From an optimization exercise on the open Yosys and OpenROAD flow, aimed at small area, a short achievable clock period and few clock cycles per item; shortcuts taken in it are not production practice.
Only simulation tests tie the RTL to the original design; equivalence was not proved.
Power figures rest on the tool's default switching activity, not on a simulated workload.

==> flow/design.v <==
module note_tracker #(
  parameter int NUM_OCTAVES = 5,
  parameter int BIN_W       = 12,
  parameter int MAG_W       = 10,
  parameter int HOLD_FRAMES = 2,
  localparam int NOTES      = 12 * NUM_OCTAVES
) (
  input  logic             clk,
  input  logic             reset,
  input  logic [BIN_W-1:0] bin_addr,
  input  logic [MAG_W-1:0] bin_mag,
  input  logic             bin_we,
  input  logic             bin_last,
  input  logic [MAG_W-1:0] threshold,
  input  logic [MAG_W-1:0] hysteresis,
  input  logic             cfg_we,
  input  logic [5:0]       cfg_note,
  input  logic [BIN_W-1:0] cfg_bin,
  input  logic             cfg_en,
  output logic [3:0]       note,
  output logic [2:0]       octave,
  output logic             note_valid,
  output logic             result_strobe,
  output logic [NOTES-1:0] active_mask,
  output logic             busy,
  output logic             overrun
);
  function automatic logic mag_ge(input logic [MAG_W-1:0] a,
                                  input logic [MAG_W-1:0] b);
    logic [15:0] g, p;
    g = '0;
    p = '1;
    for (int k = 0; k < MAG_W; k++) begin
      g[k] = a[k] & ~b[k];
      p[k] = a[k] | ~b[k];
    end
    for (int w = 16; w > 1; w = w / 2)
      for (int j = 0; j < w / 2; j++) begin
        g[j] = g[2*j+1] | (p[2*j+1] & g[2*j]);
        p[j] = p[2*j+1] & p[2*j];
      end
    mag_ge = g[0] | p[0];
  endfunction
  function automatic logic [MAG_W:0] mag_add(input logic [MAG_W-1:0] a,
                                             input logic [MAG_W-1:0] b);
    logic [MAG_W-1:0] g, p, h;
    g = a & b;
    p = a ^ b;
    h = p;
    for (int d = 1; d < MAG_W; d = d * 2)
      for (int k = MAG_W - 1; k >= d; k--) begin
        g[k] = g[k] | (p[k] & g[k-d]);
        p[k] = p[k] & p[k-d];
      end
    mag_add = {g[MAG_W-1], h ^ {g[MAG_W-2:0], 1'b0}};
  endfunction
  function automatic logic add_ge(input logic [MAG_W-1:0] a,
                                  input logic [MAG_W-1:0] b,
                                  input logic [MAG_W-1:0] c);
    logic [MAG_W+1:0] x, y, g, p;
    logic [MAG_W+2:0] gg, pp;
    x  = {2'b00, a ^ b ^ ~c};
    y  = {1'b0, (a & b) | (a & ~c) | (b & ~c), 1'b0};
    g  = x & y;
    p  = x ^ y;
    gg = {g, 1'b1};               
    pp = {p, 1'b0};
    for (int d = 1; d < MAG_W + 3; d = d * 2)
      for (int k = MAG_W + 2; k >= d; k--) begin
        gg[k] = gg[k] | (pp[k] & gg[k-d]);
        pp[k] = pp[k] & pp[k-d];
      end
    add_ge = (p[MAG_W] ^ gg[MAG_W]) | (p[MAG_W+1] ^ gg[MAG_W+1]);
  endfunction
  logic reset_r;
  logic p1, pA, pB;               
  logic accept, acc_last;
  assign accept   = bin_we && !busy && !result_strobe && !reset;
  assign acc_last = accept && bin_last;
  always_ff @(posedge clk) begin
    reset_r <= reset;
    if (reset) begin
      p1 <= 1'b0; pA <= 1'b0; pB <= 1'b0;
      busy          <= 1'b0;
      result_strobe <= 1'b0;
      overrun       <= 1'b0;
    end else begin
      p1 <= acc_last;
      pA <= p1;
      pB <= pA;
      busy          <= acc_last || p1 || pA;
      result_strobe <= pB;
      if (bin_we && (busy || result_strobe)) overrun <= 1'b1;
    end
  end
  logic [MAG_W:0]   t_nh;
  assign t_nh = mag_add(threshold, ~hysteresis);
  logic             v;            
  logic [BIN_W-1:0] addr_r;
  logic [MAG_W-1:0] X;            
  logic [MAG_W-1:0] mag_r;        
  logic [MAG_W-1:0] mag_r2;       
  logic             m_gt_t;       
  logic             m_ge_r;       
  logic             rz_r;         
  logic [NUM_OCTAVES-1:0] cwe_g;  
  logic [11:0]      cwe_k;        
  logic             cen_r;
  logic [BIN_W-1:0] cbin_r;
  always_ff @(posedge clk) begin
    v      <= accept;
    addr_r <= bin_addr;
    mag_r  <= bin_mag;
    mag_r2 <= (reset || pB) ? '0 : mag_r;
    m_gt_t <= !mag_ge(threshold, bin_mag);
    m_ge_r <= add_ge(bin_mag, hysteresis, threshold);
    rz_r   <= !t_nh[MAG_W];
    if (p1)            X <= threshold;
    else if (bin_last) X <= t_nh[MAG_W-1:0];
    else               X <= bin_mag;
    for (int g = 0; g < NUM_OCTAVES; g++)
      cwe_g[g] <= cfg_we && !reset && cfg_note >= 6'(12 * g)
                  && cfg_note < 6'(12 * g + 12);
    for (int k = 0; k < 12; k++)
      cwe_k[k] <= (cfg_note % 6'd12) == 6'(k);
    cen_r  <= cfg_en;
    cbin_r <= cfg_bin;
  end
  logic             tbl_en  [NOTES];
  logic [BIN_W-1:0] tbl_bin [NOTES];
  logic [MAG_W-1:0] peak    [NOTES];
  logic [NOTES-1:0] c1;
  logic [NOTES-1:0] upd_r, ge, match;
  logic             ge_fwd;       
  logic             clr;
  assign ge_fwd  = mag_ge(X, mag_r2);
  assign clr     = reset_r || result_strobe;
  always_comb
    for (int i = 0; i < NOTES; i++) begin
      match[i] = v && tbl_en[i] && tbl_bin[i] == addr_r;
      ge[i]    = upd_r[i] ? ge_fwd : mag_ge(X, peak[i]);
    end
  always_ff @(posedge clk) begin
    for (int i = 0; i < NOTES; i++) begin
      if (reset_r)
        tbl_en[i] <= 1'b0;
      else if (cwe_g[i / 12] && cwe_k[i % 12])
        tbl_en[i] <= cen_r;
      if (cwe_g[i / 12] && cwe_k[i % 12])
        tbl_bin[i] <= cbin_r;
      if (clr || (upd_r[i] && !pB))
        peak[i] <= mag_r2;
      upd_r[i] <= pA ? ge[i] : (match[i] && (p1 ? m_gt_t : ge[i]));
    end
  end
  logic [NOTES-1:0] a_new;
  always_comb
    for (int i = 0; i < NOTES; i++)
      a_new[i] = !upd_r[i] ? (active_mask[i] || c1[i])
                           : (active_mask[i] && !c1[i]);
  always_ff @(posedge clk) begin
    for (int i = 0; i < NOTES; i++) begin
      logic ltr;
      ltr = ge[i] && !rz_r && !(match[i] && m_ge_r);
      if (reset_r)
        c1[i] <= 1'b0;
      else if (p1)
        c1[i] <= active_mask[i] ? ltr : (c1[i] && !ltr);
      else if (pB)
        c1[i] <= !upd_r[i] && !active_mask[i] && !c1[i];
    end
    if (reset)
      active_mask <= '0;
    else if (pB)
      active_mask <= a_new;
  end
  logic [NUM_OCTAVES-1:0] grp_any;
  logic [3:0] grp_pc [NUM_OCTAVES];
  logic [3:0] enc_pc;
  logic [2:0] enc_oc;
  always_comb begin
    for (int g = 0; g < NUM_OCTAVES; g++) begin
      grp_any[g] = |a_new[12*g +: 12];
      grp_pc[g]  = 4'd0;
      for (int k = 11; k >= 0; k--)
        if (a_new[12*g + k]) grp_pc[g] = 4'(k + 1);
    end
    enc_pc = 4'd0;
    enc_oc = 3'd0;
    for (int g = NUM_OCTAVES - 1; g >= 0; g--)
      if (grp_any[g]) begin
        enc_pc = grp_pc[g];
        enc_oc = 3'(g + 1);
      end
  end
  always_ff @(posedge clk) begin
    if (reset) begin
      note       <= '0;
      octave     <= '0;
      note_valid <= 1'b0;
    end else if (pB) begin
      note       <= enc_pc;
      octave     <= enc_oc;
      note_valid <= |grp_any;
    end
  end
endmodule
==> flow/flow/run.sh <==
#!/bin/bash
# Layout flow: the standard flow (standard.sh), with one change: the
# buffers that buffer_ports puts on every input and output port are
# sky130_fd_sc_hd__buf_4 instead of the default (a slow delay buffer).
set -e
cp standard.sh standard_sh_copy.txt
for f in config.mk "$FLOW_CONFIG"; do
  if [ -f "$f" ] && ! grep -q BUFFER_PORTS_ARGS "$f"; then
    echo 'export BUFFER_PORTS_ARGS = -buffer_cell sky130_fd_sc_hd__buf_4' >> "$f"
  fi
done
bash standard.sh > standard.log 2>&1
==> flow/standard.sh <==
#!/bin/bash
# synth_recipe.tcl (not shown) runs the flow's synth.tcl, then flattens the netlist and writes it again
# the make line also repeats each setting of config.mk as NAME=value (left out here)
make -C /OpenROAD-flow-scripts/flow DESIGN_CONFIG=/design/flow/config.mk WORK_HOME=/design/flow/orfs CLKGATE_MAP_FILE= SYNTH_SCRIPT=/design/flow/synth_recipe.tcl "${@:-finish}"
==> flow/config.mk <==
export PLATFORM = sky130hd
export DESIGN_NAME = note_tracker
export DESIGN_NICKNAME = note_tracker
export VERILOG_FILES = /design/flow/design.v
export SDC_FILE = /design/flow/constraint.sdc
export NUM_CORES = 4
export LEC_CHECK = 0
export ABC_AREA = 1
export CAP_MARGIN = 20
export CORE_MARGIN = 2
export CORE_UTILIZATION = 65
export CTS_CLUSTER_DIAMETER = 90
export CTS_CLUSTER_SIZE = 25
export PLACE_DENSITY = 0.72
export SETUP_SLACK_MARGIN = 4.25
export SLEW_MARGIN = 20
export BUFFER_PORTS_ARGS = -buffer_cell sky130_fd_sc_hd__buf_4
==> flow/constraint.sdc <==
create_clock -name core_clock -period 7.0 [get_ports {clk}]
set_input_delay 1.4000 -clock core_clock [delete_from_list [all_inputs] [get_ports {clk}]]
set_output_delay 1.4000 -clock core_clock [all_outputs]
set_load 0.01 [all_outputs]
==> reports/metrics.yaml, run 1 <==
final_util_pct: 69.8
reg2reg_depth: 7
clock_latency_ps: 720
status: "no timing/DRC/antenna violations"
finalSetupTns_ps: 0
crit_fanout: 4
crit_path_end_kind: "primary output"
vdd_ir_drop_max_v: 0.000276
final_cell_count_no_fill: 10210
clock_path_buffers: 3
synth-async-reset-ratio_pct: 0
fin_skew_ps: 43.3
syn_area_um2: 78400
crit_family: "flip-flops"
intPower_mw: 14.1
synth_fp_nets: 8669
gr-usage-all-layers_pct: 37.5
crit_start: "active_mask[3]"
dp.final_hpwl_um: 141000
yosys_warnings: 5
top_level_ports: 137
path_clk_slew_ps: 100
viasPerCell: 6.14
drv_slew: 0
drtIter0Drc: 9006
r2r_slack_ps: 4310
rows: 127
wl_per_cell_um: 23.3
mostFrequentLayoutCell: "nand2_1"
start_util_pct: 65.5
place.gp.congestion: 0.919
whs_path_depth: 2
finalCriticalPeriod_ps: 2750
synth.distinct_cells: 47
period_share_pct: 39.2
power_switching_mw: 5.73
antenna_found_initial: 5
rr_startpoint: "m_ge_r"
worstMarginPinSlew_ps: 1180
syn_to_final_growth_pct: 6.72
clockPowerShare_pct: 26.4
slowest_delay_ps: 420
fill_cells: 9274
crit_required_ps: 5600
root_buffer: "clkbuf_16"
critPathBufInv: 1
rsz0062_at_grt: "true"
holdPathEnd: "mag_r2[6]"
slew_headroom_pct: 21.0
switching_share_pct: 28.9
post-route-drc-count: 0
dr.pass1.iters: 8
placedCellCount: 10057
port_buffers: 136
die_area_um2: 123000
hp-start: "mag_r[6]"
ys_ff_latch: 1651
drive_above_1_share_pct: 6.62
cap_violations: 0
ff_latch_area_um2: 46400
grt_pass1_wl_um: 344000
route.vias.total: 62735
crit_chain: "buf_4"
synth_edf_count: 1320
p_leak_nw: 33.5
power-per-cell-area_nw_per_um2: 237
overflow: 0
yosysSeqAreaShare_pct: 59.0
cp.arrival_ps: 1350
die_h_um: 351
power_frac_seq_pct: 57.0
totalWireLength_um: 238000
ant_nets: 0
syn_avg_cell_area_um2: 9.16
finalHoldViolCount: 0
setup_violations: 0
cts_tree: "built"
r2r_end: "c1[58]"
mostFrequentLayoutCells: "nand2_1, edfxtp_1, inv_1"
synthCells: 8563
grt_pass1_vias: 56761
comb_power_share_pct: 16.6
grt_start_max_net_pins: 81
critPathLaunchType: "flop"
diodes: 0
slowest_stage: "dfxtp_1"
clock_sinks: 1651
min-delay-path-class: "reg2reg"
multi_input_area_um2: 26400
nets: 8641
core_um2: 120000
dieWidth_um: 351
fmax_mhz: 364
cts.htree.levels: 3
cts_inserted_buffers: 76
crit_type: "reg2out"
synthFlopType: "edfxtp_1"
[metrics by stage]
step	hold slack, ps	setup slack (ps)	power [mW]	area (µm²)
floorplan	394	3900	13.6	78500
global placement	392	3370	14.5	80700
detailed placement	392	3350	14.6	80700
CTS	406	4140	19.7	83300
global route	423	4190	20.5	83700
finish	406	4250	19.8	83700
[layer usage]
layer / wire (µm) / track usage [%] / vias to the layer above
li1: - / - / 28714
met1: 91900 / 52.3 / 29589
met2: 106000 / 58.3 / 3867
met3: 30800 / 7.04 / 559
met4: 9940 / 15.6 / 6
met5: 33 / 0 / -
[state kept, by name (all words and copies together), names as in the netlist, 3 cells and up]
signal	count
cwe_k	12
tbl_en	60
octave	3
cwe_g	5
X	10
mag_r	10
upd_r	60
mag_r2	10
tbl_bin	720
cbin_r	12
note	4
c1	60
peak	600
addr_r	12
active_mask	60
[what timing repair did]
action	in CTS	in global routing
hold endpoints to repair	0	0
setup buffers	2	7
resized for setup	90	72
endpoints found under the setup margin	162	120
cloned	0	3
hold buffers	0	0
pin swaps	0	10
[logic make-up after synthesis]
family / after synthesis / synth area share [%]
buffers and inverters: 1452 / 7.58
adders and majority gates: 40 / 0.744
xor gates and xnor gates: 199 / 2.22
AOI/OAI and AO/OA: 1440 / 10.6
and+or+nand+nor: 3781 / 19.9
DFF: 1651 / 59.0
[power by group through the flow]
stage / Clock, mW / Combinational [mW] / Sequential, mW
4_1_cts: 5.24 / 3.14 / 11.3
2_1_floorplan: 0 / 2.15 / 11.4
3_3_place_gp: 0 / 2.99 / 11.5
5_1_grt: 5.57 / 3.59 / 11.3
3_5_place_dp: 0 / 3.09 / 11.5
6_report: 5.25 / 3.29 / 11.3
[cells in the mapped netlist, drive strengths merged (20+ instances only)]
cell type  instances  area [µm²]
nor3              83         425
clkbuf           157         593
xor2              31         272
o22ai            232        1450
a211oi            97         728
xnor2            168        1470
dfxtp            331        6630
o21bai            42         315
nand4            101         632
or2               61         382
inv             1052        3950
buf              240        1390
o21ai            694        3470
nor2             904        3400
a31oi             93         582
ha                29         363
o211ai            21         163
edfxtp          1320       39600
a22oi             65         488
nand3            657        3290
o221ai            20         175
nand2           1962        7370
a21oi            165         826
[area by class of cell]
cell class,instances,share of cell area [%]
clock buffer,134,2.58
clock inverter,7,0.0912
inverter,1055,4.88
multi-input combinational,5461,31.5
sequential,1651,55.4
tap,1612,2.41
timing repair buffer,290,3.09
[worst max path at each step]
stage | endpoint | slack, ps | depth (start not counted)
floorplan | m_ge_r | 3900 | 12
global placement | c1[6] | 3370 | 14
detailed placement | c1[6] | 3350 | 14
CTS | c1[6] | 4140 | 13
global route | m_ge_r | 4190 | 12
finish | active_mask[3] | 4250 | 1
Testbench counts, summed over its fixed seeds: cycles 19,473, frames 320.
==> run 2, diff against run 1 <==
--- a/flow/config.mk
+++ b/flow/config.mk
@@ -8,10 +8,10 @@
 export ABC_AREA = 1
 export CAP_MARGIN = 20
 export CORE_MARGIN = 2
-export CORE_UTILIZATION = 65
+export CORE_UTILIZATION = 70
 export CTS_CLUSTER_DIAMETER = 90
 export CTS_CLUSTER_SIZE = 25
-export PLACE_DENSITY = 0.72
-export SETUP_SLACK_MARGIN = 4.25
+export PLACE_DENSITY = 0.76
+export SETUP_SLACK_MARGIN = 4.3
 export SLEW_MARGIN = 20
 export BUFFER_PORTS_ARGS = -buffer_cell sky130_fd_sc_hd__buf_4
==> run 2 against run 1 <==
Against the previous run:
- still clean on timing, DRC and antenna
- sequential power barely moved
- global-route usage rose by 2.7 points
- worst hold slack improved by 0.57 ps
- register-to-register slack got worse by 20 ps
- clock skew fell by 7.1 ps
- count of clock-buffer cells in the layout rose by 1
- first-iteration DRC count rose by 6.9%
- largest power group unchanged
==> reports/metrics.yaml, run 2 <==
viasPerCell: 6.35
wl_per_cell_um: 23.9
cts_inserted_buffers: 76
route.vias.total: 64038
die_h_um: 339
dieWidth_um: 339
status: "no timing/DRC/antenna violations"
synth_top_area_cell: "edfxtp_1"
synth_edf_count: 1320
slowest_stage: "dfxtp_4"
placedCellCount: 9927
crit_fanout: 37
clock_path_buffers: 3
port_buffers: 136
p_total_mw: 19.9
synthTopCellsByCount: "nand2_1, edfxtp_1, inv_1, nor2_1, o21ai_0"
hold_ws_ps: 407
antenna_found_initial: 3
ys_ff_latch: 1651
fill_cells: 7730
nets: 8647
syn_avg_cell_area_um2: 9.16
rr_startpoint: "mag_r2[9]"
path_clk_slew_ps: 100
critPathBufInv: 2
place.gp.congestion: 0.934
clock_latency_ps: 710
cap_violations: 0
core_um2: 111000
grt_pass1_vias: 59693
final_util_pct: 75.7
crit_start: "mag_r2[9]"
rows: 122
p_leak_nw: 33.6
regMostFlops: "tbl_bin"
synth_fp_nets: 8669
mostFrequentLayoutCells: "nand2_1, edfxtp_1, inv_1"
slew_headroom_pct: 20.8
mostFrequentLayoutCell: "nand2_1"
crit_path_end_kind: "flop"
crit_family: "simple AND/OR/NAND/NOR gates"
cts_tree: "built"
vdd_ir_drop_max_v: 0.000287
drv_slew: 0
synth-async-reset-ratio_pct: 0
clock_sinks: 1651
yosys_warnings: 5
crit_type: "reg2reg"
finalHoldViolCount: 0
overflow: 0
grt_start_max_net_pins: 83
crit_chain: "buf_8 > nand2_1 > nand2_1 > clkinvlp_4 > nand2_8 > nand3_1 > nand4_1 > nand3_1 > a21oi_1"
syn_area_um2: 78400
crit_required_ps: 7630
hp-start: "mag_r[8]"
finalCriticalPeriod_ps: 2710
finalSetupTns_ps: 0
grt_pass1_wl_um: 348000
rsz0062_at_grt: "true"
synth_area_leaders: "edfxtp_1, nand2_1, dfxtp_1"
fmax_mhz: 369
post-route-drc-count: 0
synth_top_cell_area_share_pct: 50.5
start_util_pct: 70.8
die_area_um2: 115000
final_cell_count_no_fill: 10092
setup_violations: 0
period_share_pct: 38.7
cp.arrival_ps: 3340
dp.final_hpwl_um: 139000
synth.distinct_cells: 47
worstMarginPinSlew_ps: 1190
drtIter0Drc: 9624
largestRegisters: "tbl_bin (720), peak (600)"
fin_skew_ps: 36.2
slowest_delay_ps: 530
synthCells: 8563
totalWireLength_um: 242000
root_buffer: "clkbuf_16"
gr-usage-all-layers_pct: 40.2
dr.pass1.iters: 11
largest_reg_flops: 720
power-per-cell-area_nw_per_um2: 237
syn_to_final_growth_pct: 6.95
ant_nets: 0
yosysSeqAreaShare_pct: 59.0
yosysMostFrequentCell: "nand2_1"
drive_above_1_share_pct: 6.74
top_level_ports: 137
cts.htree.levels: 3
critPathLaunchType: "flop"
min-delay-path-class: "reg2reg"
synthFlopType: "edfxtp_1"
[run 2: layout make-up]
type / instances / area (µm²) / share of cell area, %
tap: 1488 / 1860 / 2.22
multi-input combinational: 5463 / 26400 / 31.5
inverter: 1055 / 4130 / 4.92
clock inverter: 3 / 33.8 / 0.0403
sequential: 1651 / 46400 / 55.3
clock buffer: 135 / 2190 / 2.61
timing repair buffer: 294 / 2800 / 3.34
antenna: 3 / 7.51 / 0.00895
[run 2: what timing repair did]
action                                 CTS  global route
endpoints found under the hold margin    0             0
setup endpoints to repair              193           115
gates cloned                             0             7
hold buffers                             0             0
gates resized for setup                125            94
buffers inserted                         5            12
pin swaps                                3             9
[run 2: layer usage]
layer | vias up | GRT usage (%) | part of all wire, %
li1 | 28741 | - | -
met1 | 29829 | 53.6 | 36
met2 | 4645 | 62.4 | 44
met3 | 817 | 9.03 | 14
met4 | 6 | 20.6 | 5.4
met5 | - | 0 | 0.014
[run 2: worst paths after layout]
check	cells past startpoint	endpoint	slack, ps
hold reg to reg	2	mag_r2[8]	410
hold / removal	2	mag_r2[8]	410
setup / recovery	9	c1[29]	4290
setup reg to reg	9	c1[29]	4290
[run 2: cell families (layout without fill, tap and decap cells)]
group           count (synthesis)  after routing  synth area share, %
fa+ha+maj                      40             40                0.744
simple gates                 3781           3784                 19.9
flops                        1651           1651                 59.0
other cells                     0              3                    0
buf+inv                      1452           1487                 7.58
xor+xnor                      199            199                 2.22
compound gates               1440           1440                 10.6
[run 2: report_power, final]
part | internal, mW | switching (mW)
combinational | 1.00 | 2.40
sequential | 11.0 | 0.312
clock | 2.16 | 3.06
total | 14.1 | 5.77
[run 2: through the flow]
stage                     instance area, µm²  setup slack [ps]
after CTS                              83300              4270
after global routing                   83900              4220
after floorplan                        78500              3900
final                                  83900              4290
after detailed placement               80500              3410
after global placement                 80500              3410
[run 2: worst reg2reg max path, cell delays in order, from the launching register on]
cell	delay, ps
dfxtp_4	530
buf_8	320
nand2_1	230
nand2_1	170
clkinvlp_4	370
nand2_8	360
nand3_1	190
nand4_1	150
nand3_1	120
a21oi_1	190
==> run 3, diff against run 2 <==
--- a/flow/config.mk
+++ b/flow/config.mk
@@ -8,10 +8,10 @@
 export ABC_AREA = 1
 export CAP_MARGIN = 20
 export CORE_MARGIN = 2
-export CORE_UTILIZATION = 70
+export CORE_UTILIZATION = 75
 export CTS_CLUSTER_DIAMETER = 90
 export CTS_CLUSTER_SIZE = 25
-export PLACE_DENSITY = 0.76
+export PLACE_DENSITY = 0.8
 export SETUP_SLACK_MARGIN = 4.3
 export SLEW_MARGIN = 20
 export BUFFER_PORTS_ARGS = -buffer_cell sky130_fd_sc_hd__buf_4
==> run 3 against run 2 <==
Against the previous run:
- still clean
- worst hold slack improved by 0.74 ps
- die area down 6.6%
- flip-flop and latch count unchanged
- first-iteration DRC count is 12% higher
- critical path depth is 8 lower
- non-clock buffer count is 2 lower
- power barely moved
- highest routed layer unchanged
==> reports/metrics.yaml, run 3 <==
regMostFlops: "tbl_bin"
switching_share_pct: 28.9
antenna_found_initial: 13
hp-start: "mag_r[9]"
cts_tree: "built"
min-delay-path-class: "reg2reg"
wl_per_cell_um: 24.0
largestRegisters: "tbl_bin (720), peak (600)"
crit_start: "note_valid"
crit_path_end_kind: "primary output"
worstMarginPinSlew_ps: 1170
fmax_mhz: 369
crit_family: "flip-flops"
fin_skew_ps: 36.7
synth_top_area_cell: "edfxtp_1"
whs_path_depth: 2
drv_slew: 0
yosysSeqAreaShare_pct: 59.0
intPower_mw: 14.2
dp.final_hpwl_um: 139000
finalSetupTns_ps: 0
period_share_pct: 38.8
route.vias.total: 65059
rsz0062_at_grt: "true"
path_clk_slew_ps: 100
nets: 8645
rows: 118
start_util_pct: 75.7
port_buffers: 136
synth_fp_nets: 8669
cts_inserted_buffers: 76
core_um2: 104000
yosys_warnings: 5
ys_ff_latch: 1651
synth_edf_count: 1320
crit_cells: 1
slowest_delay_ps: 450
cp.arrival_ps: 1310
totalWireLength_um: 240000
synth.distinct_cells: 47
post-route-drc-count: 0
yosysMostFrequentCell: "nand2_1"
crit_fanout: 2
synth-async-reset-ratio_pct: 0
viasPerCell: 6.52
crit_required_ps: 5600
clock_latency_ps: 720
p_leak_nw: 33.6
drive_above_1_share_pct: 6.86
clockPowerShare_pct: 26.5
drtIter0Drc: 10811
critPathBufInv: 1
synthTopCellsByCount: "nand2_1, edfxtp_1, inv_1, nor2_1, o21ai_0"
synth_top_cell_area_share_pct: 50.5
syn_avg_cell_area_um2: 9.16
critPathLaunchType: "flop"
cts.htree.levels: 3
crit_chain: "buf_4"
ant_nets: 0
dieWidth_um: 327
mostFrequentLayoutCells: "nand2_1, edfxtp_1, inv_1"
mostFrequentLayoutCell: "nand2_1"
synthFlopType: "edfxtp_1"
p_total_mw: 19.9
root_buffer: "clkbuf_16"
rr_startpoint: "reset_r"
cap_violations: 0
dr.pass1.iters: 10
grt_pass1_vias: 61116
gr-usage-all-layers_pct: 43.6
finalCriticalPeriod_ps: 2710
power-per-cell-area_nw_per_um2: 238
power_switching_mw: 5.77
clock_sinks: 1651
largest_reg_flops: 720
syn_to_final_growth_pct: 6.64
slowest_stage: "dfxtp_2"
die_area_um2: 107000
overflow: 0
slew_headroom_pct: 22.2
synth_area_leaders: "edfxtp_1, nand2_1, dfxtp_1"
synthCells: 8563
comb_power_share_pct: 17.0
setup_violations: 0
top_level_ports: 137
clock_path_buffers: 3
place.gp.congestion: 0.966
reg2reg_depth: 5
power_frac_seq_pct: 56.5
syn_area_um2: 78400
vdd_ir_drop_max_v: 0.000288
finalHoldViolCount: 0
status: "no timing/DRC/antenna violations"
crit_type: "reg2out"
grt_start_max_net_pins: 93
die_h_um: 327
grt_pass1_wl_um: 350000
[run 3: cell counts after synthesis]
No cell type changed its count.
[run 3: cell type report]
class | count | area [µm²]
fillers | 6462 | 20000
repair buffers | 292 | 2660
well taps | 1380 | 1730
inverters | 1055 | 4130
flip-flops and latches | 1651 | 46400
clock buffers | 132 | 2150
diodes | 4 | 10.0
repair inverters | 1 | 7.51
clock inverters | 9 | 124
multi-input cells | 5462 | 26400
[run 3: timing repair]
item / 4_1_cts / 5_1_grt
gates cloned: 2 / 3
endpoints found under the setup margin: 186 / 136
pin swaps: 1 / 12
setup buffers: 6 / 10
gates resized for setup: 98 / 121
hold buffers: 0 / 0
hold endpoints to repair: 0 / 0
[run 3: routing by layer]
| metal | up-vias | share of wire [%] | GRT usage [%] |
|---|---|---|---|
| met2 | 5224 | 44 | 67.2 |
| met5 | - | 0.055 | 0 |
| met3 | 1007 | 16 | 10.7 |
| met1 | 30059 | 34 | 57.6 |
| met4 | 20 | 6.0 | 23.5 |
| li1 | 28749 | - | - |
[run 3: per-stage QoR]
step	area (µm²)	hold slack [ps]	cells	utilization [%]	setup WS [ps]
after global routing	83600	421	9982	80.7	4260
after global placement	80400	388	9819	77.6	3310
after floorplan	78500	394	8563	-	3900
final	83600	407	9986	80.7	4290
after CTS	83100	406	9968	80.1	4200
after detailed placement	80400	393	9819	77.6	3320
[run 3: path summary, 6_finish.rpt]
check                to  slack [ps]
max          note_valid        4290
min           mag_r2[9]         410
max reg2reg      c1[15]        4330
min reg2reg   mag_r2[9]         410
[run 3: cell families after synthesis]
logic type	Yosys count	synth area share, %
XOR/XNOR	199	2.22
buffers and inverters	1452	7.58
AND/OR/NAND/NOR	3781	19.9
flip-flops	1651	59.0
AO/OA/AOI/OAI	1440	10.6
adder cells (fa/ha/maj)	40	0.744
[run 3: power groups by stage]
stage / Combinational, mW / Clock [mW] / Sequential (mW)
after floorplan: 2.15 / 0 / 11.4
after global placement: 2.97 / 0 / 11.5
after detailed placement: 3.10 / 0 / 11.5
after CTS: 3.19 / 5.22 / 11.3
after global routing: 3.66 / 5.54 / 11.3
final: 3.39 / 5.28 / 11.3

[static timing again, ports no longer ideal]
The flow's constraints put no driver on any port. The routed layouts listed below were extracted and timed again, unchanged, in two steps. Step 1 assumes that a clkbuf_16 drives the clock port and a buf_2 every other input. Step 2 moves the port delays by t, midway between the first and last clock arrival at a register: inputs arrive t later, outputs are due t later. That takes back most of the time a late clock gives input paths. a / b / c = ideal / step 1 / step 2; a / b = the first two.
| run | t, ns | setup WS [ns] | worst setup path at the end | worst data-port slew with drivers (ns) |
|---|---|---|---|---|
| run 1 | 0.778 | 4.253 / 4.171 / 3.576 | input to register | 0.17 |
| run 2 | 0.776 | 4.290 / 4.228 / 3.588 | input to register | 0.04 |
| run 3 | 0.785 | 4.287 / 4.208 / 3.611 | input to register | 0.05 |
After both steps setup and hold are still met in every run listed. For run 2, which loses most, drivers alone change the setup slack by -0.062 ns; drivers and shift together by -0.702 ns.
